From an optimization exercise on the open Yosys and OpenROAD flow, aimed at small area, a short achievable clock period and few clock cycles per item; shortcuts taken in it are not production practice. Function was checked by simulation only, so behaviour that the tests miss may differ from the original. No activity file was given, so power comes from the tool's default toggle rates.

**flow/flow/run.sh**
```bash
#!/bin/bash
# The standard layout, with the port buffers that buffer_ports inserts made
# buf_2 cells instead of its default delay-buffer cells. Everything else,
# synthesis included, is the standard flow (standard.sh).
set -euo pipefail
export BUFFER_PORTS_ARGS="-buffer_cell sky130_fd_sc_hd__buf_2"
bash standard.sh > standard_flow.log 2>&1
```
**flow/standard.sh**
```bash
#!/bin/bash
# synth_recipe.tcl (not shown) runs the flow's synth.tcl, then flattens the netlist and writes it again
# the make line also repeats each setting of config.mk as NAME=value (left out here)
make -C /OpenROAD-flow-scripts/flow DESIGN_CONFIG=/design/flow/config.mk WORK_HOME=/design/flow/orfs CLKGATE_MAP_FILE= SYNTH_SCRIPT=/design/flow/synth_recipe.tcl "${@:-finish}"
```
**flow/config.mk**
```make
export PLATFORM = sky130hd
export DESIGN_NAME = event_timed_task_dispatch_table_core
export DESIGN_NICKNAME = event_timed_task_dispatch_table_core
export VERILOG_FILES = /design/flow/design.v
export SDC_FILE = /design/flow/constraint.sdc
export NUM_CORES = 4
export LEC_CHECK = 0
export ABC_CLOCK_PERIOD_IN_PS = 3500
export CAP_MARGIN = 20
export CORE_MARGIN = 2
export CORE_UTILIZATION = 55
export CTS_CLUSTER_DIAMETER = 141
export CTS_CLUSTER_SIZE = 20
export SETUP_SLACK_MARGIN = 5.0
export SLEW_MARGIN = 20
```
**flow/constraint.sdc**
```tcl
create_clock -name core_clock -period 8.5 [get_ports {clk}]
set_input_delay 1.7000 -clock core_clock [delete_from_list [all_inputs] [get_ports {clk}]]
set_output_delay 1.7000 -clock core_clock [all_outputs]
set_load 0.01 [all_outputs]
```
**flow/design.v**
```verilog
`timescale 1ns / 1ps
`default_nettype none
module event_timed_task_dispatch_table_core (
    input  wire logic        clk,
    input  wire logic        rst_n,
    input  wire logic        req_valid,
    output logic             req_ready,
    input  wire logic [1:0]  req_action,
    input  wire logic [7:0]  req_task_id,
    input  wire logic [7:0]  req_trigger_mask,
    input  wire logic        req_use_delay,
    input  wire logic [31:0] req_delay_ticks,
    input  wire logic [7:0]  req_handler_tag,
    input  wire logic [31:0] req_now_ticks,
    input  wire logic [7:0]  req_event_mask,
    output logic             rsp_valid,
    input  wire logic        rsp_ready,
    output logic [2:0]       rsp_status,
    output logic [3:0]       rsp_slot_index,
    output logic [7:0]       rsp_matched_id,
    output logic [7:0]       rsp_matched_handler,
    output logic             rsp_last_result,
    input  wire logic        cfg_we,
    input  wire logic [30:0] cfg_wdata
);
    localparam int N = 16;
    localparam logic [1:0] ACT_ADD    = 2'd0;
    localparam logic [1:0] ACT_REMOVE = 2'd1;
    localparam logic [1:0] ACT_SCAN   = 2'd2;
    localparam logic [1:0] ACT_NONE   = 2'd3;
    localparam logic [2:0] ST_OK        = 3'd0;
    localparam logic [2:0] ST_FULL      = 3'd1;
    localparam logic [2:0] ST_NOT_FOUND = 3'd2;
    localparam logic [2:0] ST_NO_MATCH  = 3'd3;
    localparam logic [2:0] ST_BAD_ID    = 3'd4;
    function automatic logic [N-1:0] lowest(input logic [N-1:0] v);
        logic [N-1:0] below;
        logic [N-1:0] pre;
        pre = v;
        for (int k = 0; k < 4; k++)
            for (int i = N - 1; i >= 0; i--)
                if ((i >> k) & 1)
                    pre[i] = pre[i] | pre[((i >> k) << k) - 1];
        below = {pre[N-2:0], 1'b0};
        lowest = v & ~below;
    endfunction
    function automatic logic [3:0] enc(input logic [N-1:0] oh);
        logic [3:0] e;
        e = '0;
        for (int i = 0; i < N; i++)
            if (oh[i]) e = e | 4'(i);
        enc = e;
    endfunction
    function automatic logic atmost1(input logic [N-1:0] v);
        logic [N-1:0] any, many;
        any  = v;
        many = '0;
        for (int w = N / 2; w >= 1; w = w / 2)
            for (int j = 0; j < w; j++)
            begin
                many[j] = many[2*j+1] | many[2*j] | (any[2*j+1] & any[2*j]);
                any[j]  = any[2*j+1] | any[2*j];
            end
        atmost1 = !many[0];
    endfunction
    function automatic logic lt32(input logic [31:0] a, input logic [31:0] b);
        logic [31:0] l, g;
        l = ~a & b;
        g = a & ~b;
        for (int w = 16; w >= 1; w = w / 2)
            for (int j = 0; j < w; j++)
            begin
                l[j] = l[2*j+1] | (~g[2*j+1] & l[2*j]);
                g[j] = g[2*j+1] | (~l[2*j+1] & g[2*j]);
            end
        lt32 = l[0];
    endfunction
    logic [N-1:0] taken_q;               
    logic [N-1:0] live_q;                
    logic [7:0]   id_q   [N];
    logic [7:0]   mask_q [N];
    logic [31:0]  due_q  [N];
    logic [7:0]   tag_q  [N];
    logic [30:0]  thr_q;
    logic        r_valid;
    logic        r_add;
    logic        r_rem;
    logic        r_scan;
    logic        r_bad;      
    logic        r_addok;    
    logic        r_remok;    
    logic [7:0]  r_id;
    logic [7:0]  r_mask;     
    logic        r_live;     
    logic [7:0]  r_tag;
    logic [15:0] r_x;        
    logic        r_ci;       
    logic        r_wrap;     
    logic         r_ph;            
    logic [31:0]  r_c;             
    logic [N-1:0] ge_q;            
    logic         s2b_valid;
    logic         s2b_add, s2b_rem, s2b_bad;
    logic [N-1:0] s2b_v;
    logic         s2a_valid;
    logic         s2a_add, s2a_rem, s2a_bad;
    logic         s2a_single;    
    logic [N-1:0] s2a_m;         
    logic         q0_valid, q1_valid;
    logic [23:0]  q0, q1;        
    logic         rdy_q;         
    logic         adv_q;         
    logic         ld_q;          
    logic         go_add_q;      
    logic         go_rem_q;      
    logic s2a_push;
    logic s2a_take;
    logic s2b_move;
    logic r_go;
    logic q_pop;
    assign s2a_push  = s2a_valid && !q1_valid;
    assign s2a_take  = !s2a_valid || (s2a_single && !q1_valid);
    assign s2b_move  = s2b_valid && s2a_take;
    assign r_go      = r_valid && adv_q;
    assign q_pop     = q0_valid && rsp_ready;
    assign req_ready = rdy_q;
    logic        in_add;
    logic        in_rem;
    logic        in_bad;
    logic [31:0] in_c;
    logic [15:0] in_x;
    logic        in_ci;
    logic [16:0] in_sum;
    logic [16:0] in_dif;
    logic [17:0] in_dif_w;
    logic [7:0]  in_mask;
    assign in_add = (req_action == ACT_ADD);
    assign in_rem = (req_action == ACT_REMOVE);
    assign in_bad = (req_task_id == 8'd0);
    assign in_sum = {1'b0, req_now_ticks[15:0]} + {1'b0, req_delay_ticks[15:0]};
    assign in_dif = in_dif_w[17:1];
    assign in_dif_w = {1'b0, req_now_ticks[15:0], 1'b1} + {1'b0, ~thr_q[15:0], 1'b1};
    always_comb
    begin
        if (in_add)
        begin
            in_c    = req_use_delay ? {req_now_ticks[31:16], in_sum[15:0]} : 32'd0;
            in_x    = req_use_delay ? req_delay_ticks[31:16] : 16'd0;
            in_ci   = req_use_delay && in_sum[16];
            in_mask = req_use_delay ? (req_trigger_mask | 8'd1) : req_trigger_mask;
        end
        else
        begin
            in_c    = req_now_ticks;
            in_x    = in_dif[15:0];
            in_ci   = in_dif[16];
            in_mask = req_event_mask;
        end
    end
    logic [N-1:0] free_v, rem_v, scan_v, x_v;
    logic [N-1:0] free_oh, rem_oh;
    logic [N-1:0] timely_v;
    logic [N-1:0] lt_v;            
    logic [16:0]  x_hi;            
    logic [17:0]  x_hi_w;
    logic [31:0]  x_due;           
    logic [31:0]  x_lo;            
    assign x_hi_w = {1'b0, r_c[31:16], 1'b1} + {1'b0, (r_add ? r_x : ~{1'b0, thr_q[30:16]}), r_ci};
    assign x_hi   = x_hi_w[17:1];
    assign x_due = {x_hi[15:0], r_c[15:0]};
    assign x_lo  = {x_hi[15:0], r_x};
    always_comb
    begin
        for (int i = 0; i < N; i++)
        begin
            free_v[i]   = !taken_q[i];
            rem_v[i]    = live_q[i] && (id_q[i] == r_id);
            lt_v[i]     = lt32(r_c, due_q[i]);
            timely_v[i] = r_wrap ? (!ge_q[i] || lt_v[i]) : (!ge_q[i] && lt_v[i]);
            scan_v[i]   = live_q[i] && ((mask_q[i] & r_mask) != 8'd0)
                          && (!mask_q[i][0] || timely_v[i]);
        end
    end
    assign free_oh = lowest(free_v);
    assign rem_oh  = lowest(rem_v);
    assign x_v     = r_add ? free_v : (r_rem ? rem_v : scan_v);
    logic do_add, do_rem;
    assign do_add = go_add_q;
    assign do_rem = go_rem_q;
    logic [N-1:0] s2a_oh;        
    logic [N-1:0] s2a_rest;
    logic [3:0]   s2a_idx;
    logic         s2a_any;
    logic [7:0]   s2a_id, s2a_tag;
    logic [23:0]  s2a_word;
    assign s2a_oh   = lowest(s2a_m);
    assign s2a_rest = s2a_m & ~s2a_oh;
    assign s2a_idx  = enc(s2a_oh);
    assign s2a_any  = (s2a_oh != '0);
    always_comb
    begin
        s2a_id  = '0;
        s2a_tag = '0;
        for (int i = 0; i < N; i++)
        begin
            s2a_id  = s2a_id  | (id_q[i]  & {8{s2a_oh[i]}});
            s2a_tag = s2a_tag | (tag_q[i] & {8{s2a_oh[i]}});
        end
        if (!s2a_add && !s2a_rem)
        begin
            if (s2a_any) s2a_word = {ST_OK, s2a_idx, s2a_id, s2a_tag, s2a_single};
            else         s2a_word = {ST_NO_MATCH, 4'd0, 8'd0, 8'd0, 1'b1};
        end
        else if (s2a_bad)
            s2a_word = {ST_BAD_ID, 4'd0, 8'd0, 8'd0, 1'b1};
        else if (!s2a_any)
            s2a_word = {(s2a_add ? ST_FULL : ST_NOT_FOUND), 4'd0, 8'd0, 8'd0, 1'b1};
        else
            s2a_word = {ST_OK, s2a_idx, 8'd0, 8'd0, 1'b1};
    end
    logic r_valid_n, r_scan_n, r_ph_n;
    logic s2b_valid_n, s2a_valid_n, s2a_single_n, q1_valid_n;
    logic adv_n;
    always_comb
    begin
        r_valid_n    = ld_q ? (req_valid && (req_action != ACT_NONE)) : r_valid;
        r_scan_n     = ld_q ? (req_action == ACT_SCAN) : r_scan;
        r_ph_n       = (r_go || !r_valid) ? 1'b0 : (r_scan || r_ph);
        s2b_valid_n  = r_go || (s2b_valid && !s2b_move);
        s2a_valid_n  = s2b_move || (s2a_valid && !(s2a_push && s2a_single));
        if (s2b_move)
            s2a_single_n = s2b_add || s2b_rem || atmost1(s2b_v);
        else if (s2a_push)
            s2a_single_n = atmost1(s2a_rest);
        else
            s2a_single_n = s2a_single;
        q1_valid_n   = q_pop ? 1'b0 : (q1_valid || (s2a_push && q0_valid));
        adv_n        = (!r_scan_n || r_ph_n)
                       && (!s2b_valid_n || !s2a_valid_n || (s2a_single_n && !q1_valid_n));
    end
    always_ff @(posedge clk or negedge rst_n)
    begin
        if (!rst_n)
        begin
            taken_q   <= '0;
            live_q    <= '0;
            thr_q     <= 31'd1000;
            rdy_q     <= 1'b1;
            adv_q     <= 1'b0;
            ld_q      <= 1'b1;
            go_add_q  <= 1'b0;
            go_rem_q  <= 1'b0;
            r_valid   <= 1'b0;
            r_ph      <= 1'b0;
            s2b_valid <= 1'b0;
            s2a_valid <= 1'b0;
            q0_valid  <= 1'b0;
            q1_valid  <= 1'b0;
        end
        else
        begin
            if (cfg_we)
                thr_q <= cfg_wdata;
            r_valid   <= r_valid_n;
            r_ph      <= r_ph_n;
            s2b_valid <= s2b_valid_n;
            s2a_valid <= s2a_valid_n;
            q1_valid  <= q1_valid_n;
            q0_valid  <= q1_valid || s2a_push || (q0_valid && !rsp_ready);
            rdy_q     <= !r_valid_n || adv_n;
            adv_q     <= adv_n;
            ld_q      <= !(r_valid_n && !adv_n);
            go_add_q  <= r_valid_n && adv_n
                         && (ld_q ? (in_add && !in_bad) : r_addok);
            go_rem_q  <= r_valid_n && adv_n
                         && (ld_q ? (in_rem && !in_bad) : r_remok);
            for (int i = 0; i < N; i++)
            begin
                if (do_add && free_oh[i])
                begin
                    taken_q[i] <= 1'b1;
                    live_q[i]  <= r_live;
                end
                if (do_rem && rem_oh[i])
                begin
                    taken_q[i] <= 1'b0;
                    live_q[i]  <= 1'b0;
                end
            end
        end
    end
    always_ff @(posedge clk)
    begin
        r_scan     <= r_scan_n;
        s2a_single <= s2a_single_n;
        if (ld_q)
        begin
            r_add   <= in_add;
            r_rem   <= in_rem;
            r_bad   <= in_bad;
            r_addok <= in_add && !in_bad;
            r_remok <= in_rem && !in_bad;
            r_id    <= req_task_id;
            r_mask  <= in_mask;
            r_live  <= (in_mask != 8'd0);
            r_tag   <= req_handler_tag;
            r_c     <= in_c;
            r_x     <= in_x;
            r_ci    <= in_ci;
        end
        else if (r_scan && !r_ph)
        begin
            r_c    <= x_lo;
            r_wrap <= !x_hi[16];
        end
        if (!r_ph)
            ge_q <= lt_v;
        for (int i = 0; i < N; i++)
        begin
            if (do_add && free_oh[i])
            begin
                id_q[i]   <= r_id;
                mask_q[i] <= r_mask;
                due_q[i]  <= x_due;
                tag_q[i]  <= r_tag;
            end
        end
        if (r_go)
        begin
            s2b_add <= r_add;
            s2b_rem <= r_rem;
            s2b_bad <= r_bad;
            s2b_v   <= x_v;
        end
        if (s2b_move)
        begin
            s2a_add <= s2b_add;
            s2a_rem <= s2b_rem;
            s2a_bad <= s2b_bad;
            s2a_m   <= s2b_v;
        end
        else if (s2a_push)
        begin
            s2a_m   <= s2a_rest;
        end
        if (q_pop)
        begin
            if (q1_valid) q0 <= q1;
            else if (s2a_push) q0 <= s2a_word;
        end
        else if (s2a_push)
        begin
            if (!q0_valid) q0 <= s2a_word;
            else           q1 <= s2a_word;
        end
    end
    assign rsp_valid = q0_valid;
    assign {rsp_status, rsp_slot_index, rsp_matched_id, rsp_matched_handler, rsp_last_result} = q0;
endmodule
`default_nettype wire
```
==> impl_results.md <==
* Worst-Skew Late Latency at 0.66 ns
* Switching pwr at 7.94 mW
* Critical Path Start Type: input pin
* Status: finished clean
* Final setup viols at 0
* FMAX at 271 MHz
* Crit-path max FO at 3
* Primary FF master, synth: edfxtp_1
* Syn avg cell area at 12.9 um^2
* Pwr dens at 330 mW/mm^2
* Seq/Total Area, Yosys at 63.0%
* Number of global-route vias before repair at 34187
* Gr usage total at 30.1%
* DRC violations left at 0
* Final setup TNS at 0 ns
* Flop pwr share at 40.4%
* Final min period at 3.69 ns
* Post-detail-place hpwl at 101 mm
* Critical path's slowest cell: a22oi_2
* Pint at 12.2 mW
* CP Data Required Time at 8.86 ns
* Initial antenna violation count at 20
* DRT iter0 DRCs at 4359
* Vias at 36364
* Die area at 0.101 mm^2
* Core ar. at 0.0981 mm^2
* Syn nets at 4403
* GR Overflow Total at 0
* Maximum root-to-sink buffer count at 3
* Num rows at 115
* Area share of the largest cell type after synthesis at 59.5%
* DRT Wirelength at 156 mm
* FFs w/ async S/R, synth at 6.33%
* Hold Vio Cnt, Final at 0
* CP Capture Type: flop
* Clock Tree Root: clkbuf_16
* IO Count at 161
* Worst Tran Pin Value at 1.16 ns
* CP top delay family: compound AO/OA/AOI/OAI gates
* Pin count of the biggest net entering global routing at 58
* First-pass GRT wire length at 226 mm
* Maximum vdd drop at 348 uV
* Area Growth Syn to Fin at 12.4%
* Initial core utilization at 55.3%
* Clock Skew at 0.0229 ns
* Critical path class: input pin to flop
* CTS Buf Count at 67
* Arrival @ worst endpoint at 4.05 ns
* Worst rel slew slack at 22.6%
* Post-synth EDFFs at 1076
* Period utilization at 43.4%
* Leak Pwr at 20.5 nW
* Layout cells sized above 1 at 15.9%
* Nets at 4655
* HP Class: flop to flop
* Port buffer count at 160
* RSZ-0062 raised after global routing: yes
* FF+latch count, synth at 1153
* Most Frequent Cell on Critical Path: a21oi_2
* Cells after Synth at 4217
* Max-capacitance violation count at 0
* Sw frac at 39.5%
* Reg2reg setup slack at 4.99 ns
* Die H at 318 um
* Routed len/inst at 27.0 um
* Vias per inst at 6.28
* Cell area after synthesis at 0.0543 mm^2
* Slew Limit Fails at 0
* Clock Power Share at 16.6%
* Crit-path max cell delay at 0.62 ns
* Pre-antenna DRT Iters at 6
* Most area-hungry cell type in the Yosys netlist: edfxtp_1
* Clk sinks at 1153
* Synthesis Warnings at 5
* Crit path buf inv count at 1
* Post-route insts no fill at 5792
* H-tree levels at 3
* Placed cells at 5573
* Final ANT Viol Nets at 0
* Synth cell types at 99
* CTS clk-pin slew, worst paths at 0.09 ns
* CTS tree: done
* Comb pwr share at 43.0%
* Synth top area cells: edfxtp_1 60%, maj3_1 7.2%, dfrtp_1 3.0%
* Chip width at 318 um
* GP Congestion at 0.848
* Cell Chain, Critical Path: buf_8, ha_4, a21o_1, a21oi_2, o21bai_1, a2111o_1, a31o_2, a21oi_2, xnor2_1, nand3_1, a22oi_2
## cells in the mapped netlist (all sizes together), types with 29 or more instances
library cell	n
mux2	40
buf	62
inv	153
a22o	29
a21oi	227
a22oi	133
nor3	43
nor2	224
nand2b	165
nand3	84
nor2b	163
xor2	60
clkbuf	142
ha	48
xnor2	104
dfrtp	66
a221oi	54
edfxtp	1076
nand4	31
o21ai	202
maj3	410
nand2	262
## logic make-up after synthesis
family                     after synthesis  synth area share [%]
AOI/OAI and AO/OA                      934                  11.4
xor gates and xnor gates               164                  2.65
adders and majority gates              461                  8.82
buffers and inverters                  363                  2.68
DFF                                   1153                  63.0
muxes                                   53                  1.12
and+or+nand+nor                       1089                  10.3
## state kept, by name (all words and copies together) (netlist names), 24 cells and up
name	count
tag_q	128
r_c	32
due_q	512
thr_q	31
id_q	128
q1	24
mask_q	128
q0	24
## through the flow
stage          area, um^2  utilization (%)  worst slack, ns  power [mW]  hold slack [ns]
2_1_floorplan       54500                -             4.59        12.5            0.400
3_3_place_gp        57000             58.1             3.72        15.6            0.402
3_5_place_dp        57100             58.1             3.72        15.7            0.415
4_1_cts             60000             61.1             4.80        19.6            0.430
5_1_grt             61000             62.2             4.79        20.9            0.438
6_report            61000             62.2             4.81        20.1            0.431
## layout by cell type (no fill, tap or decap), types with 29 or more instances in the layout
| master | count |
|---|---|
| ha_1 | 43 |
| buf_4 | 174 |
| buf_2 | 157 |
| nor2_1 | 195 |
| a21oi_1 | 204 |
| maj3_1 | 382 |
| mux2_2 | 32 |
| edfxtp_1 | 1076 |
| dfrtp_1 | 66 |
| clkbuf_1 | 29 |
| nor2b_1 | 157 |
| a221oi_1 | 50 |
| nand3_1 | 79 |
| nand2b_1 | 165 |
| xor2_1 | 58 |
| o21ai_0 | 176 |
| clkbuf_16 | 75 |
| nand4_1 | 31 |
| nand2_1 | 261 |
| a22oi_1 | 130 |
| a22o_1 | 29 |
| nor3_1 | 38 |
| xnor2_1 | 102 |
| inv_1 | 137 |
## path summary, 6_finish.rpt
path / from / endpoint / cells past startpoint
max: req_delay_ticks[1] / r_c[9]$_DFFE_PP_ / 11
min: r_bad$_DFFE_PP_ / s2b_bad$_DFFE_PP_ / 0
max reg2reg: r_c[1]$_DFFE_PP_ / s2b_v[14]$_DFFE_PP_ / 12
min reg2reg: r_bad$_DFFE_PP_ / s2b_bad$_DFFE_PP_ / 0
max in group asynchronous: rst_n / thr_q[19]$_DFFE_PN0P_ / 2
min in group asynchronous: rst_n / taken_q[2]$_DFFE_PN0P_ / 1
## area by class of cell
type | count | area (um^2)
fill | 7751 | 37100
sequential | 1153 | 34200
multi-input combinational | 2704 | 19600
timing repair buffer | 379 | 3000
clock buffer | 97 | 1810
tap | 1287 | 1610
inverter | 159 | 704
clock inverter | 7 | 68.8
timing repair inverter | 5 | 35.0
antenna | 1 | 2.50
## what timing repair did
action / 4_1_cts / 5_1_grt
cloned: 8 / 9
resized for setup: 120 / 114
setup buffers: 46 / 50
setup endpoints to repair: 300 / 287
hold buffers: 0 / 0
pin swaps: 44 / 51
## per-layer routing
| layer | track usage (%) | share of wire [%] | vias up |
|---|---|---|---|
| li1 | - | - | 16427 |
| met1 | 45.9 | 45 | 18233 |
| met2 | 45.9 | 45 | 1511 |
| met3 | 4.17 | 8.2 | 179 |
| met4 | 6.92 | 2.5 | 14 |
| met5 | 0 | 0.061 | - |
## power groups by stage
stage | combinational (mW) | sequential, mW | clock (mW)
global placement | 7.31 | 8.30 | 0
floorplan | 4.26 | 8.26 | 0
CTS | 8.08 | 8.11 | 3.41
global route | 9.17 | 8.17 | 3.59
finish | 8.67 | 8.13 | 3.34
detailed placement | 7.40 | 8.31 | 0
Testbench counts, summed over its fixed seeds: cycles 7,989, items 3,200.

[afterwards: timing with drivers on the ports]
How much do the figures lean on ideal ports? The routed layout below was timed once more, with nothing changed but the port constraints.
Step 1 sets driving cells, clkbuf_16 on the clock port and buf_2 on the other inputs (assumed; they add their load-dependent delay and slew).
Step 2 also shifts input and output timing later by t, the mid clock arrival at the registers, as if the neighbouring blocks saw the same clock.
a / b / c = no drivers / after step 1 / after step 2; a / b = the first two.
shift t [ns]: 0.727
slack for setup (ns): 4.812 / 4.852 / 4.125
hold slack, ns: 0.431 / 0.431 / 0.431
cell pins on the clock port's net: 1
After both steps this run still meets setup and hold. The setup slack of this run moves by +0.040 ns with the drivers and by -0.687 ns with both steps.
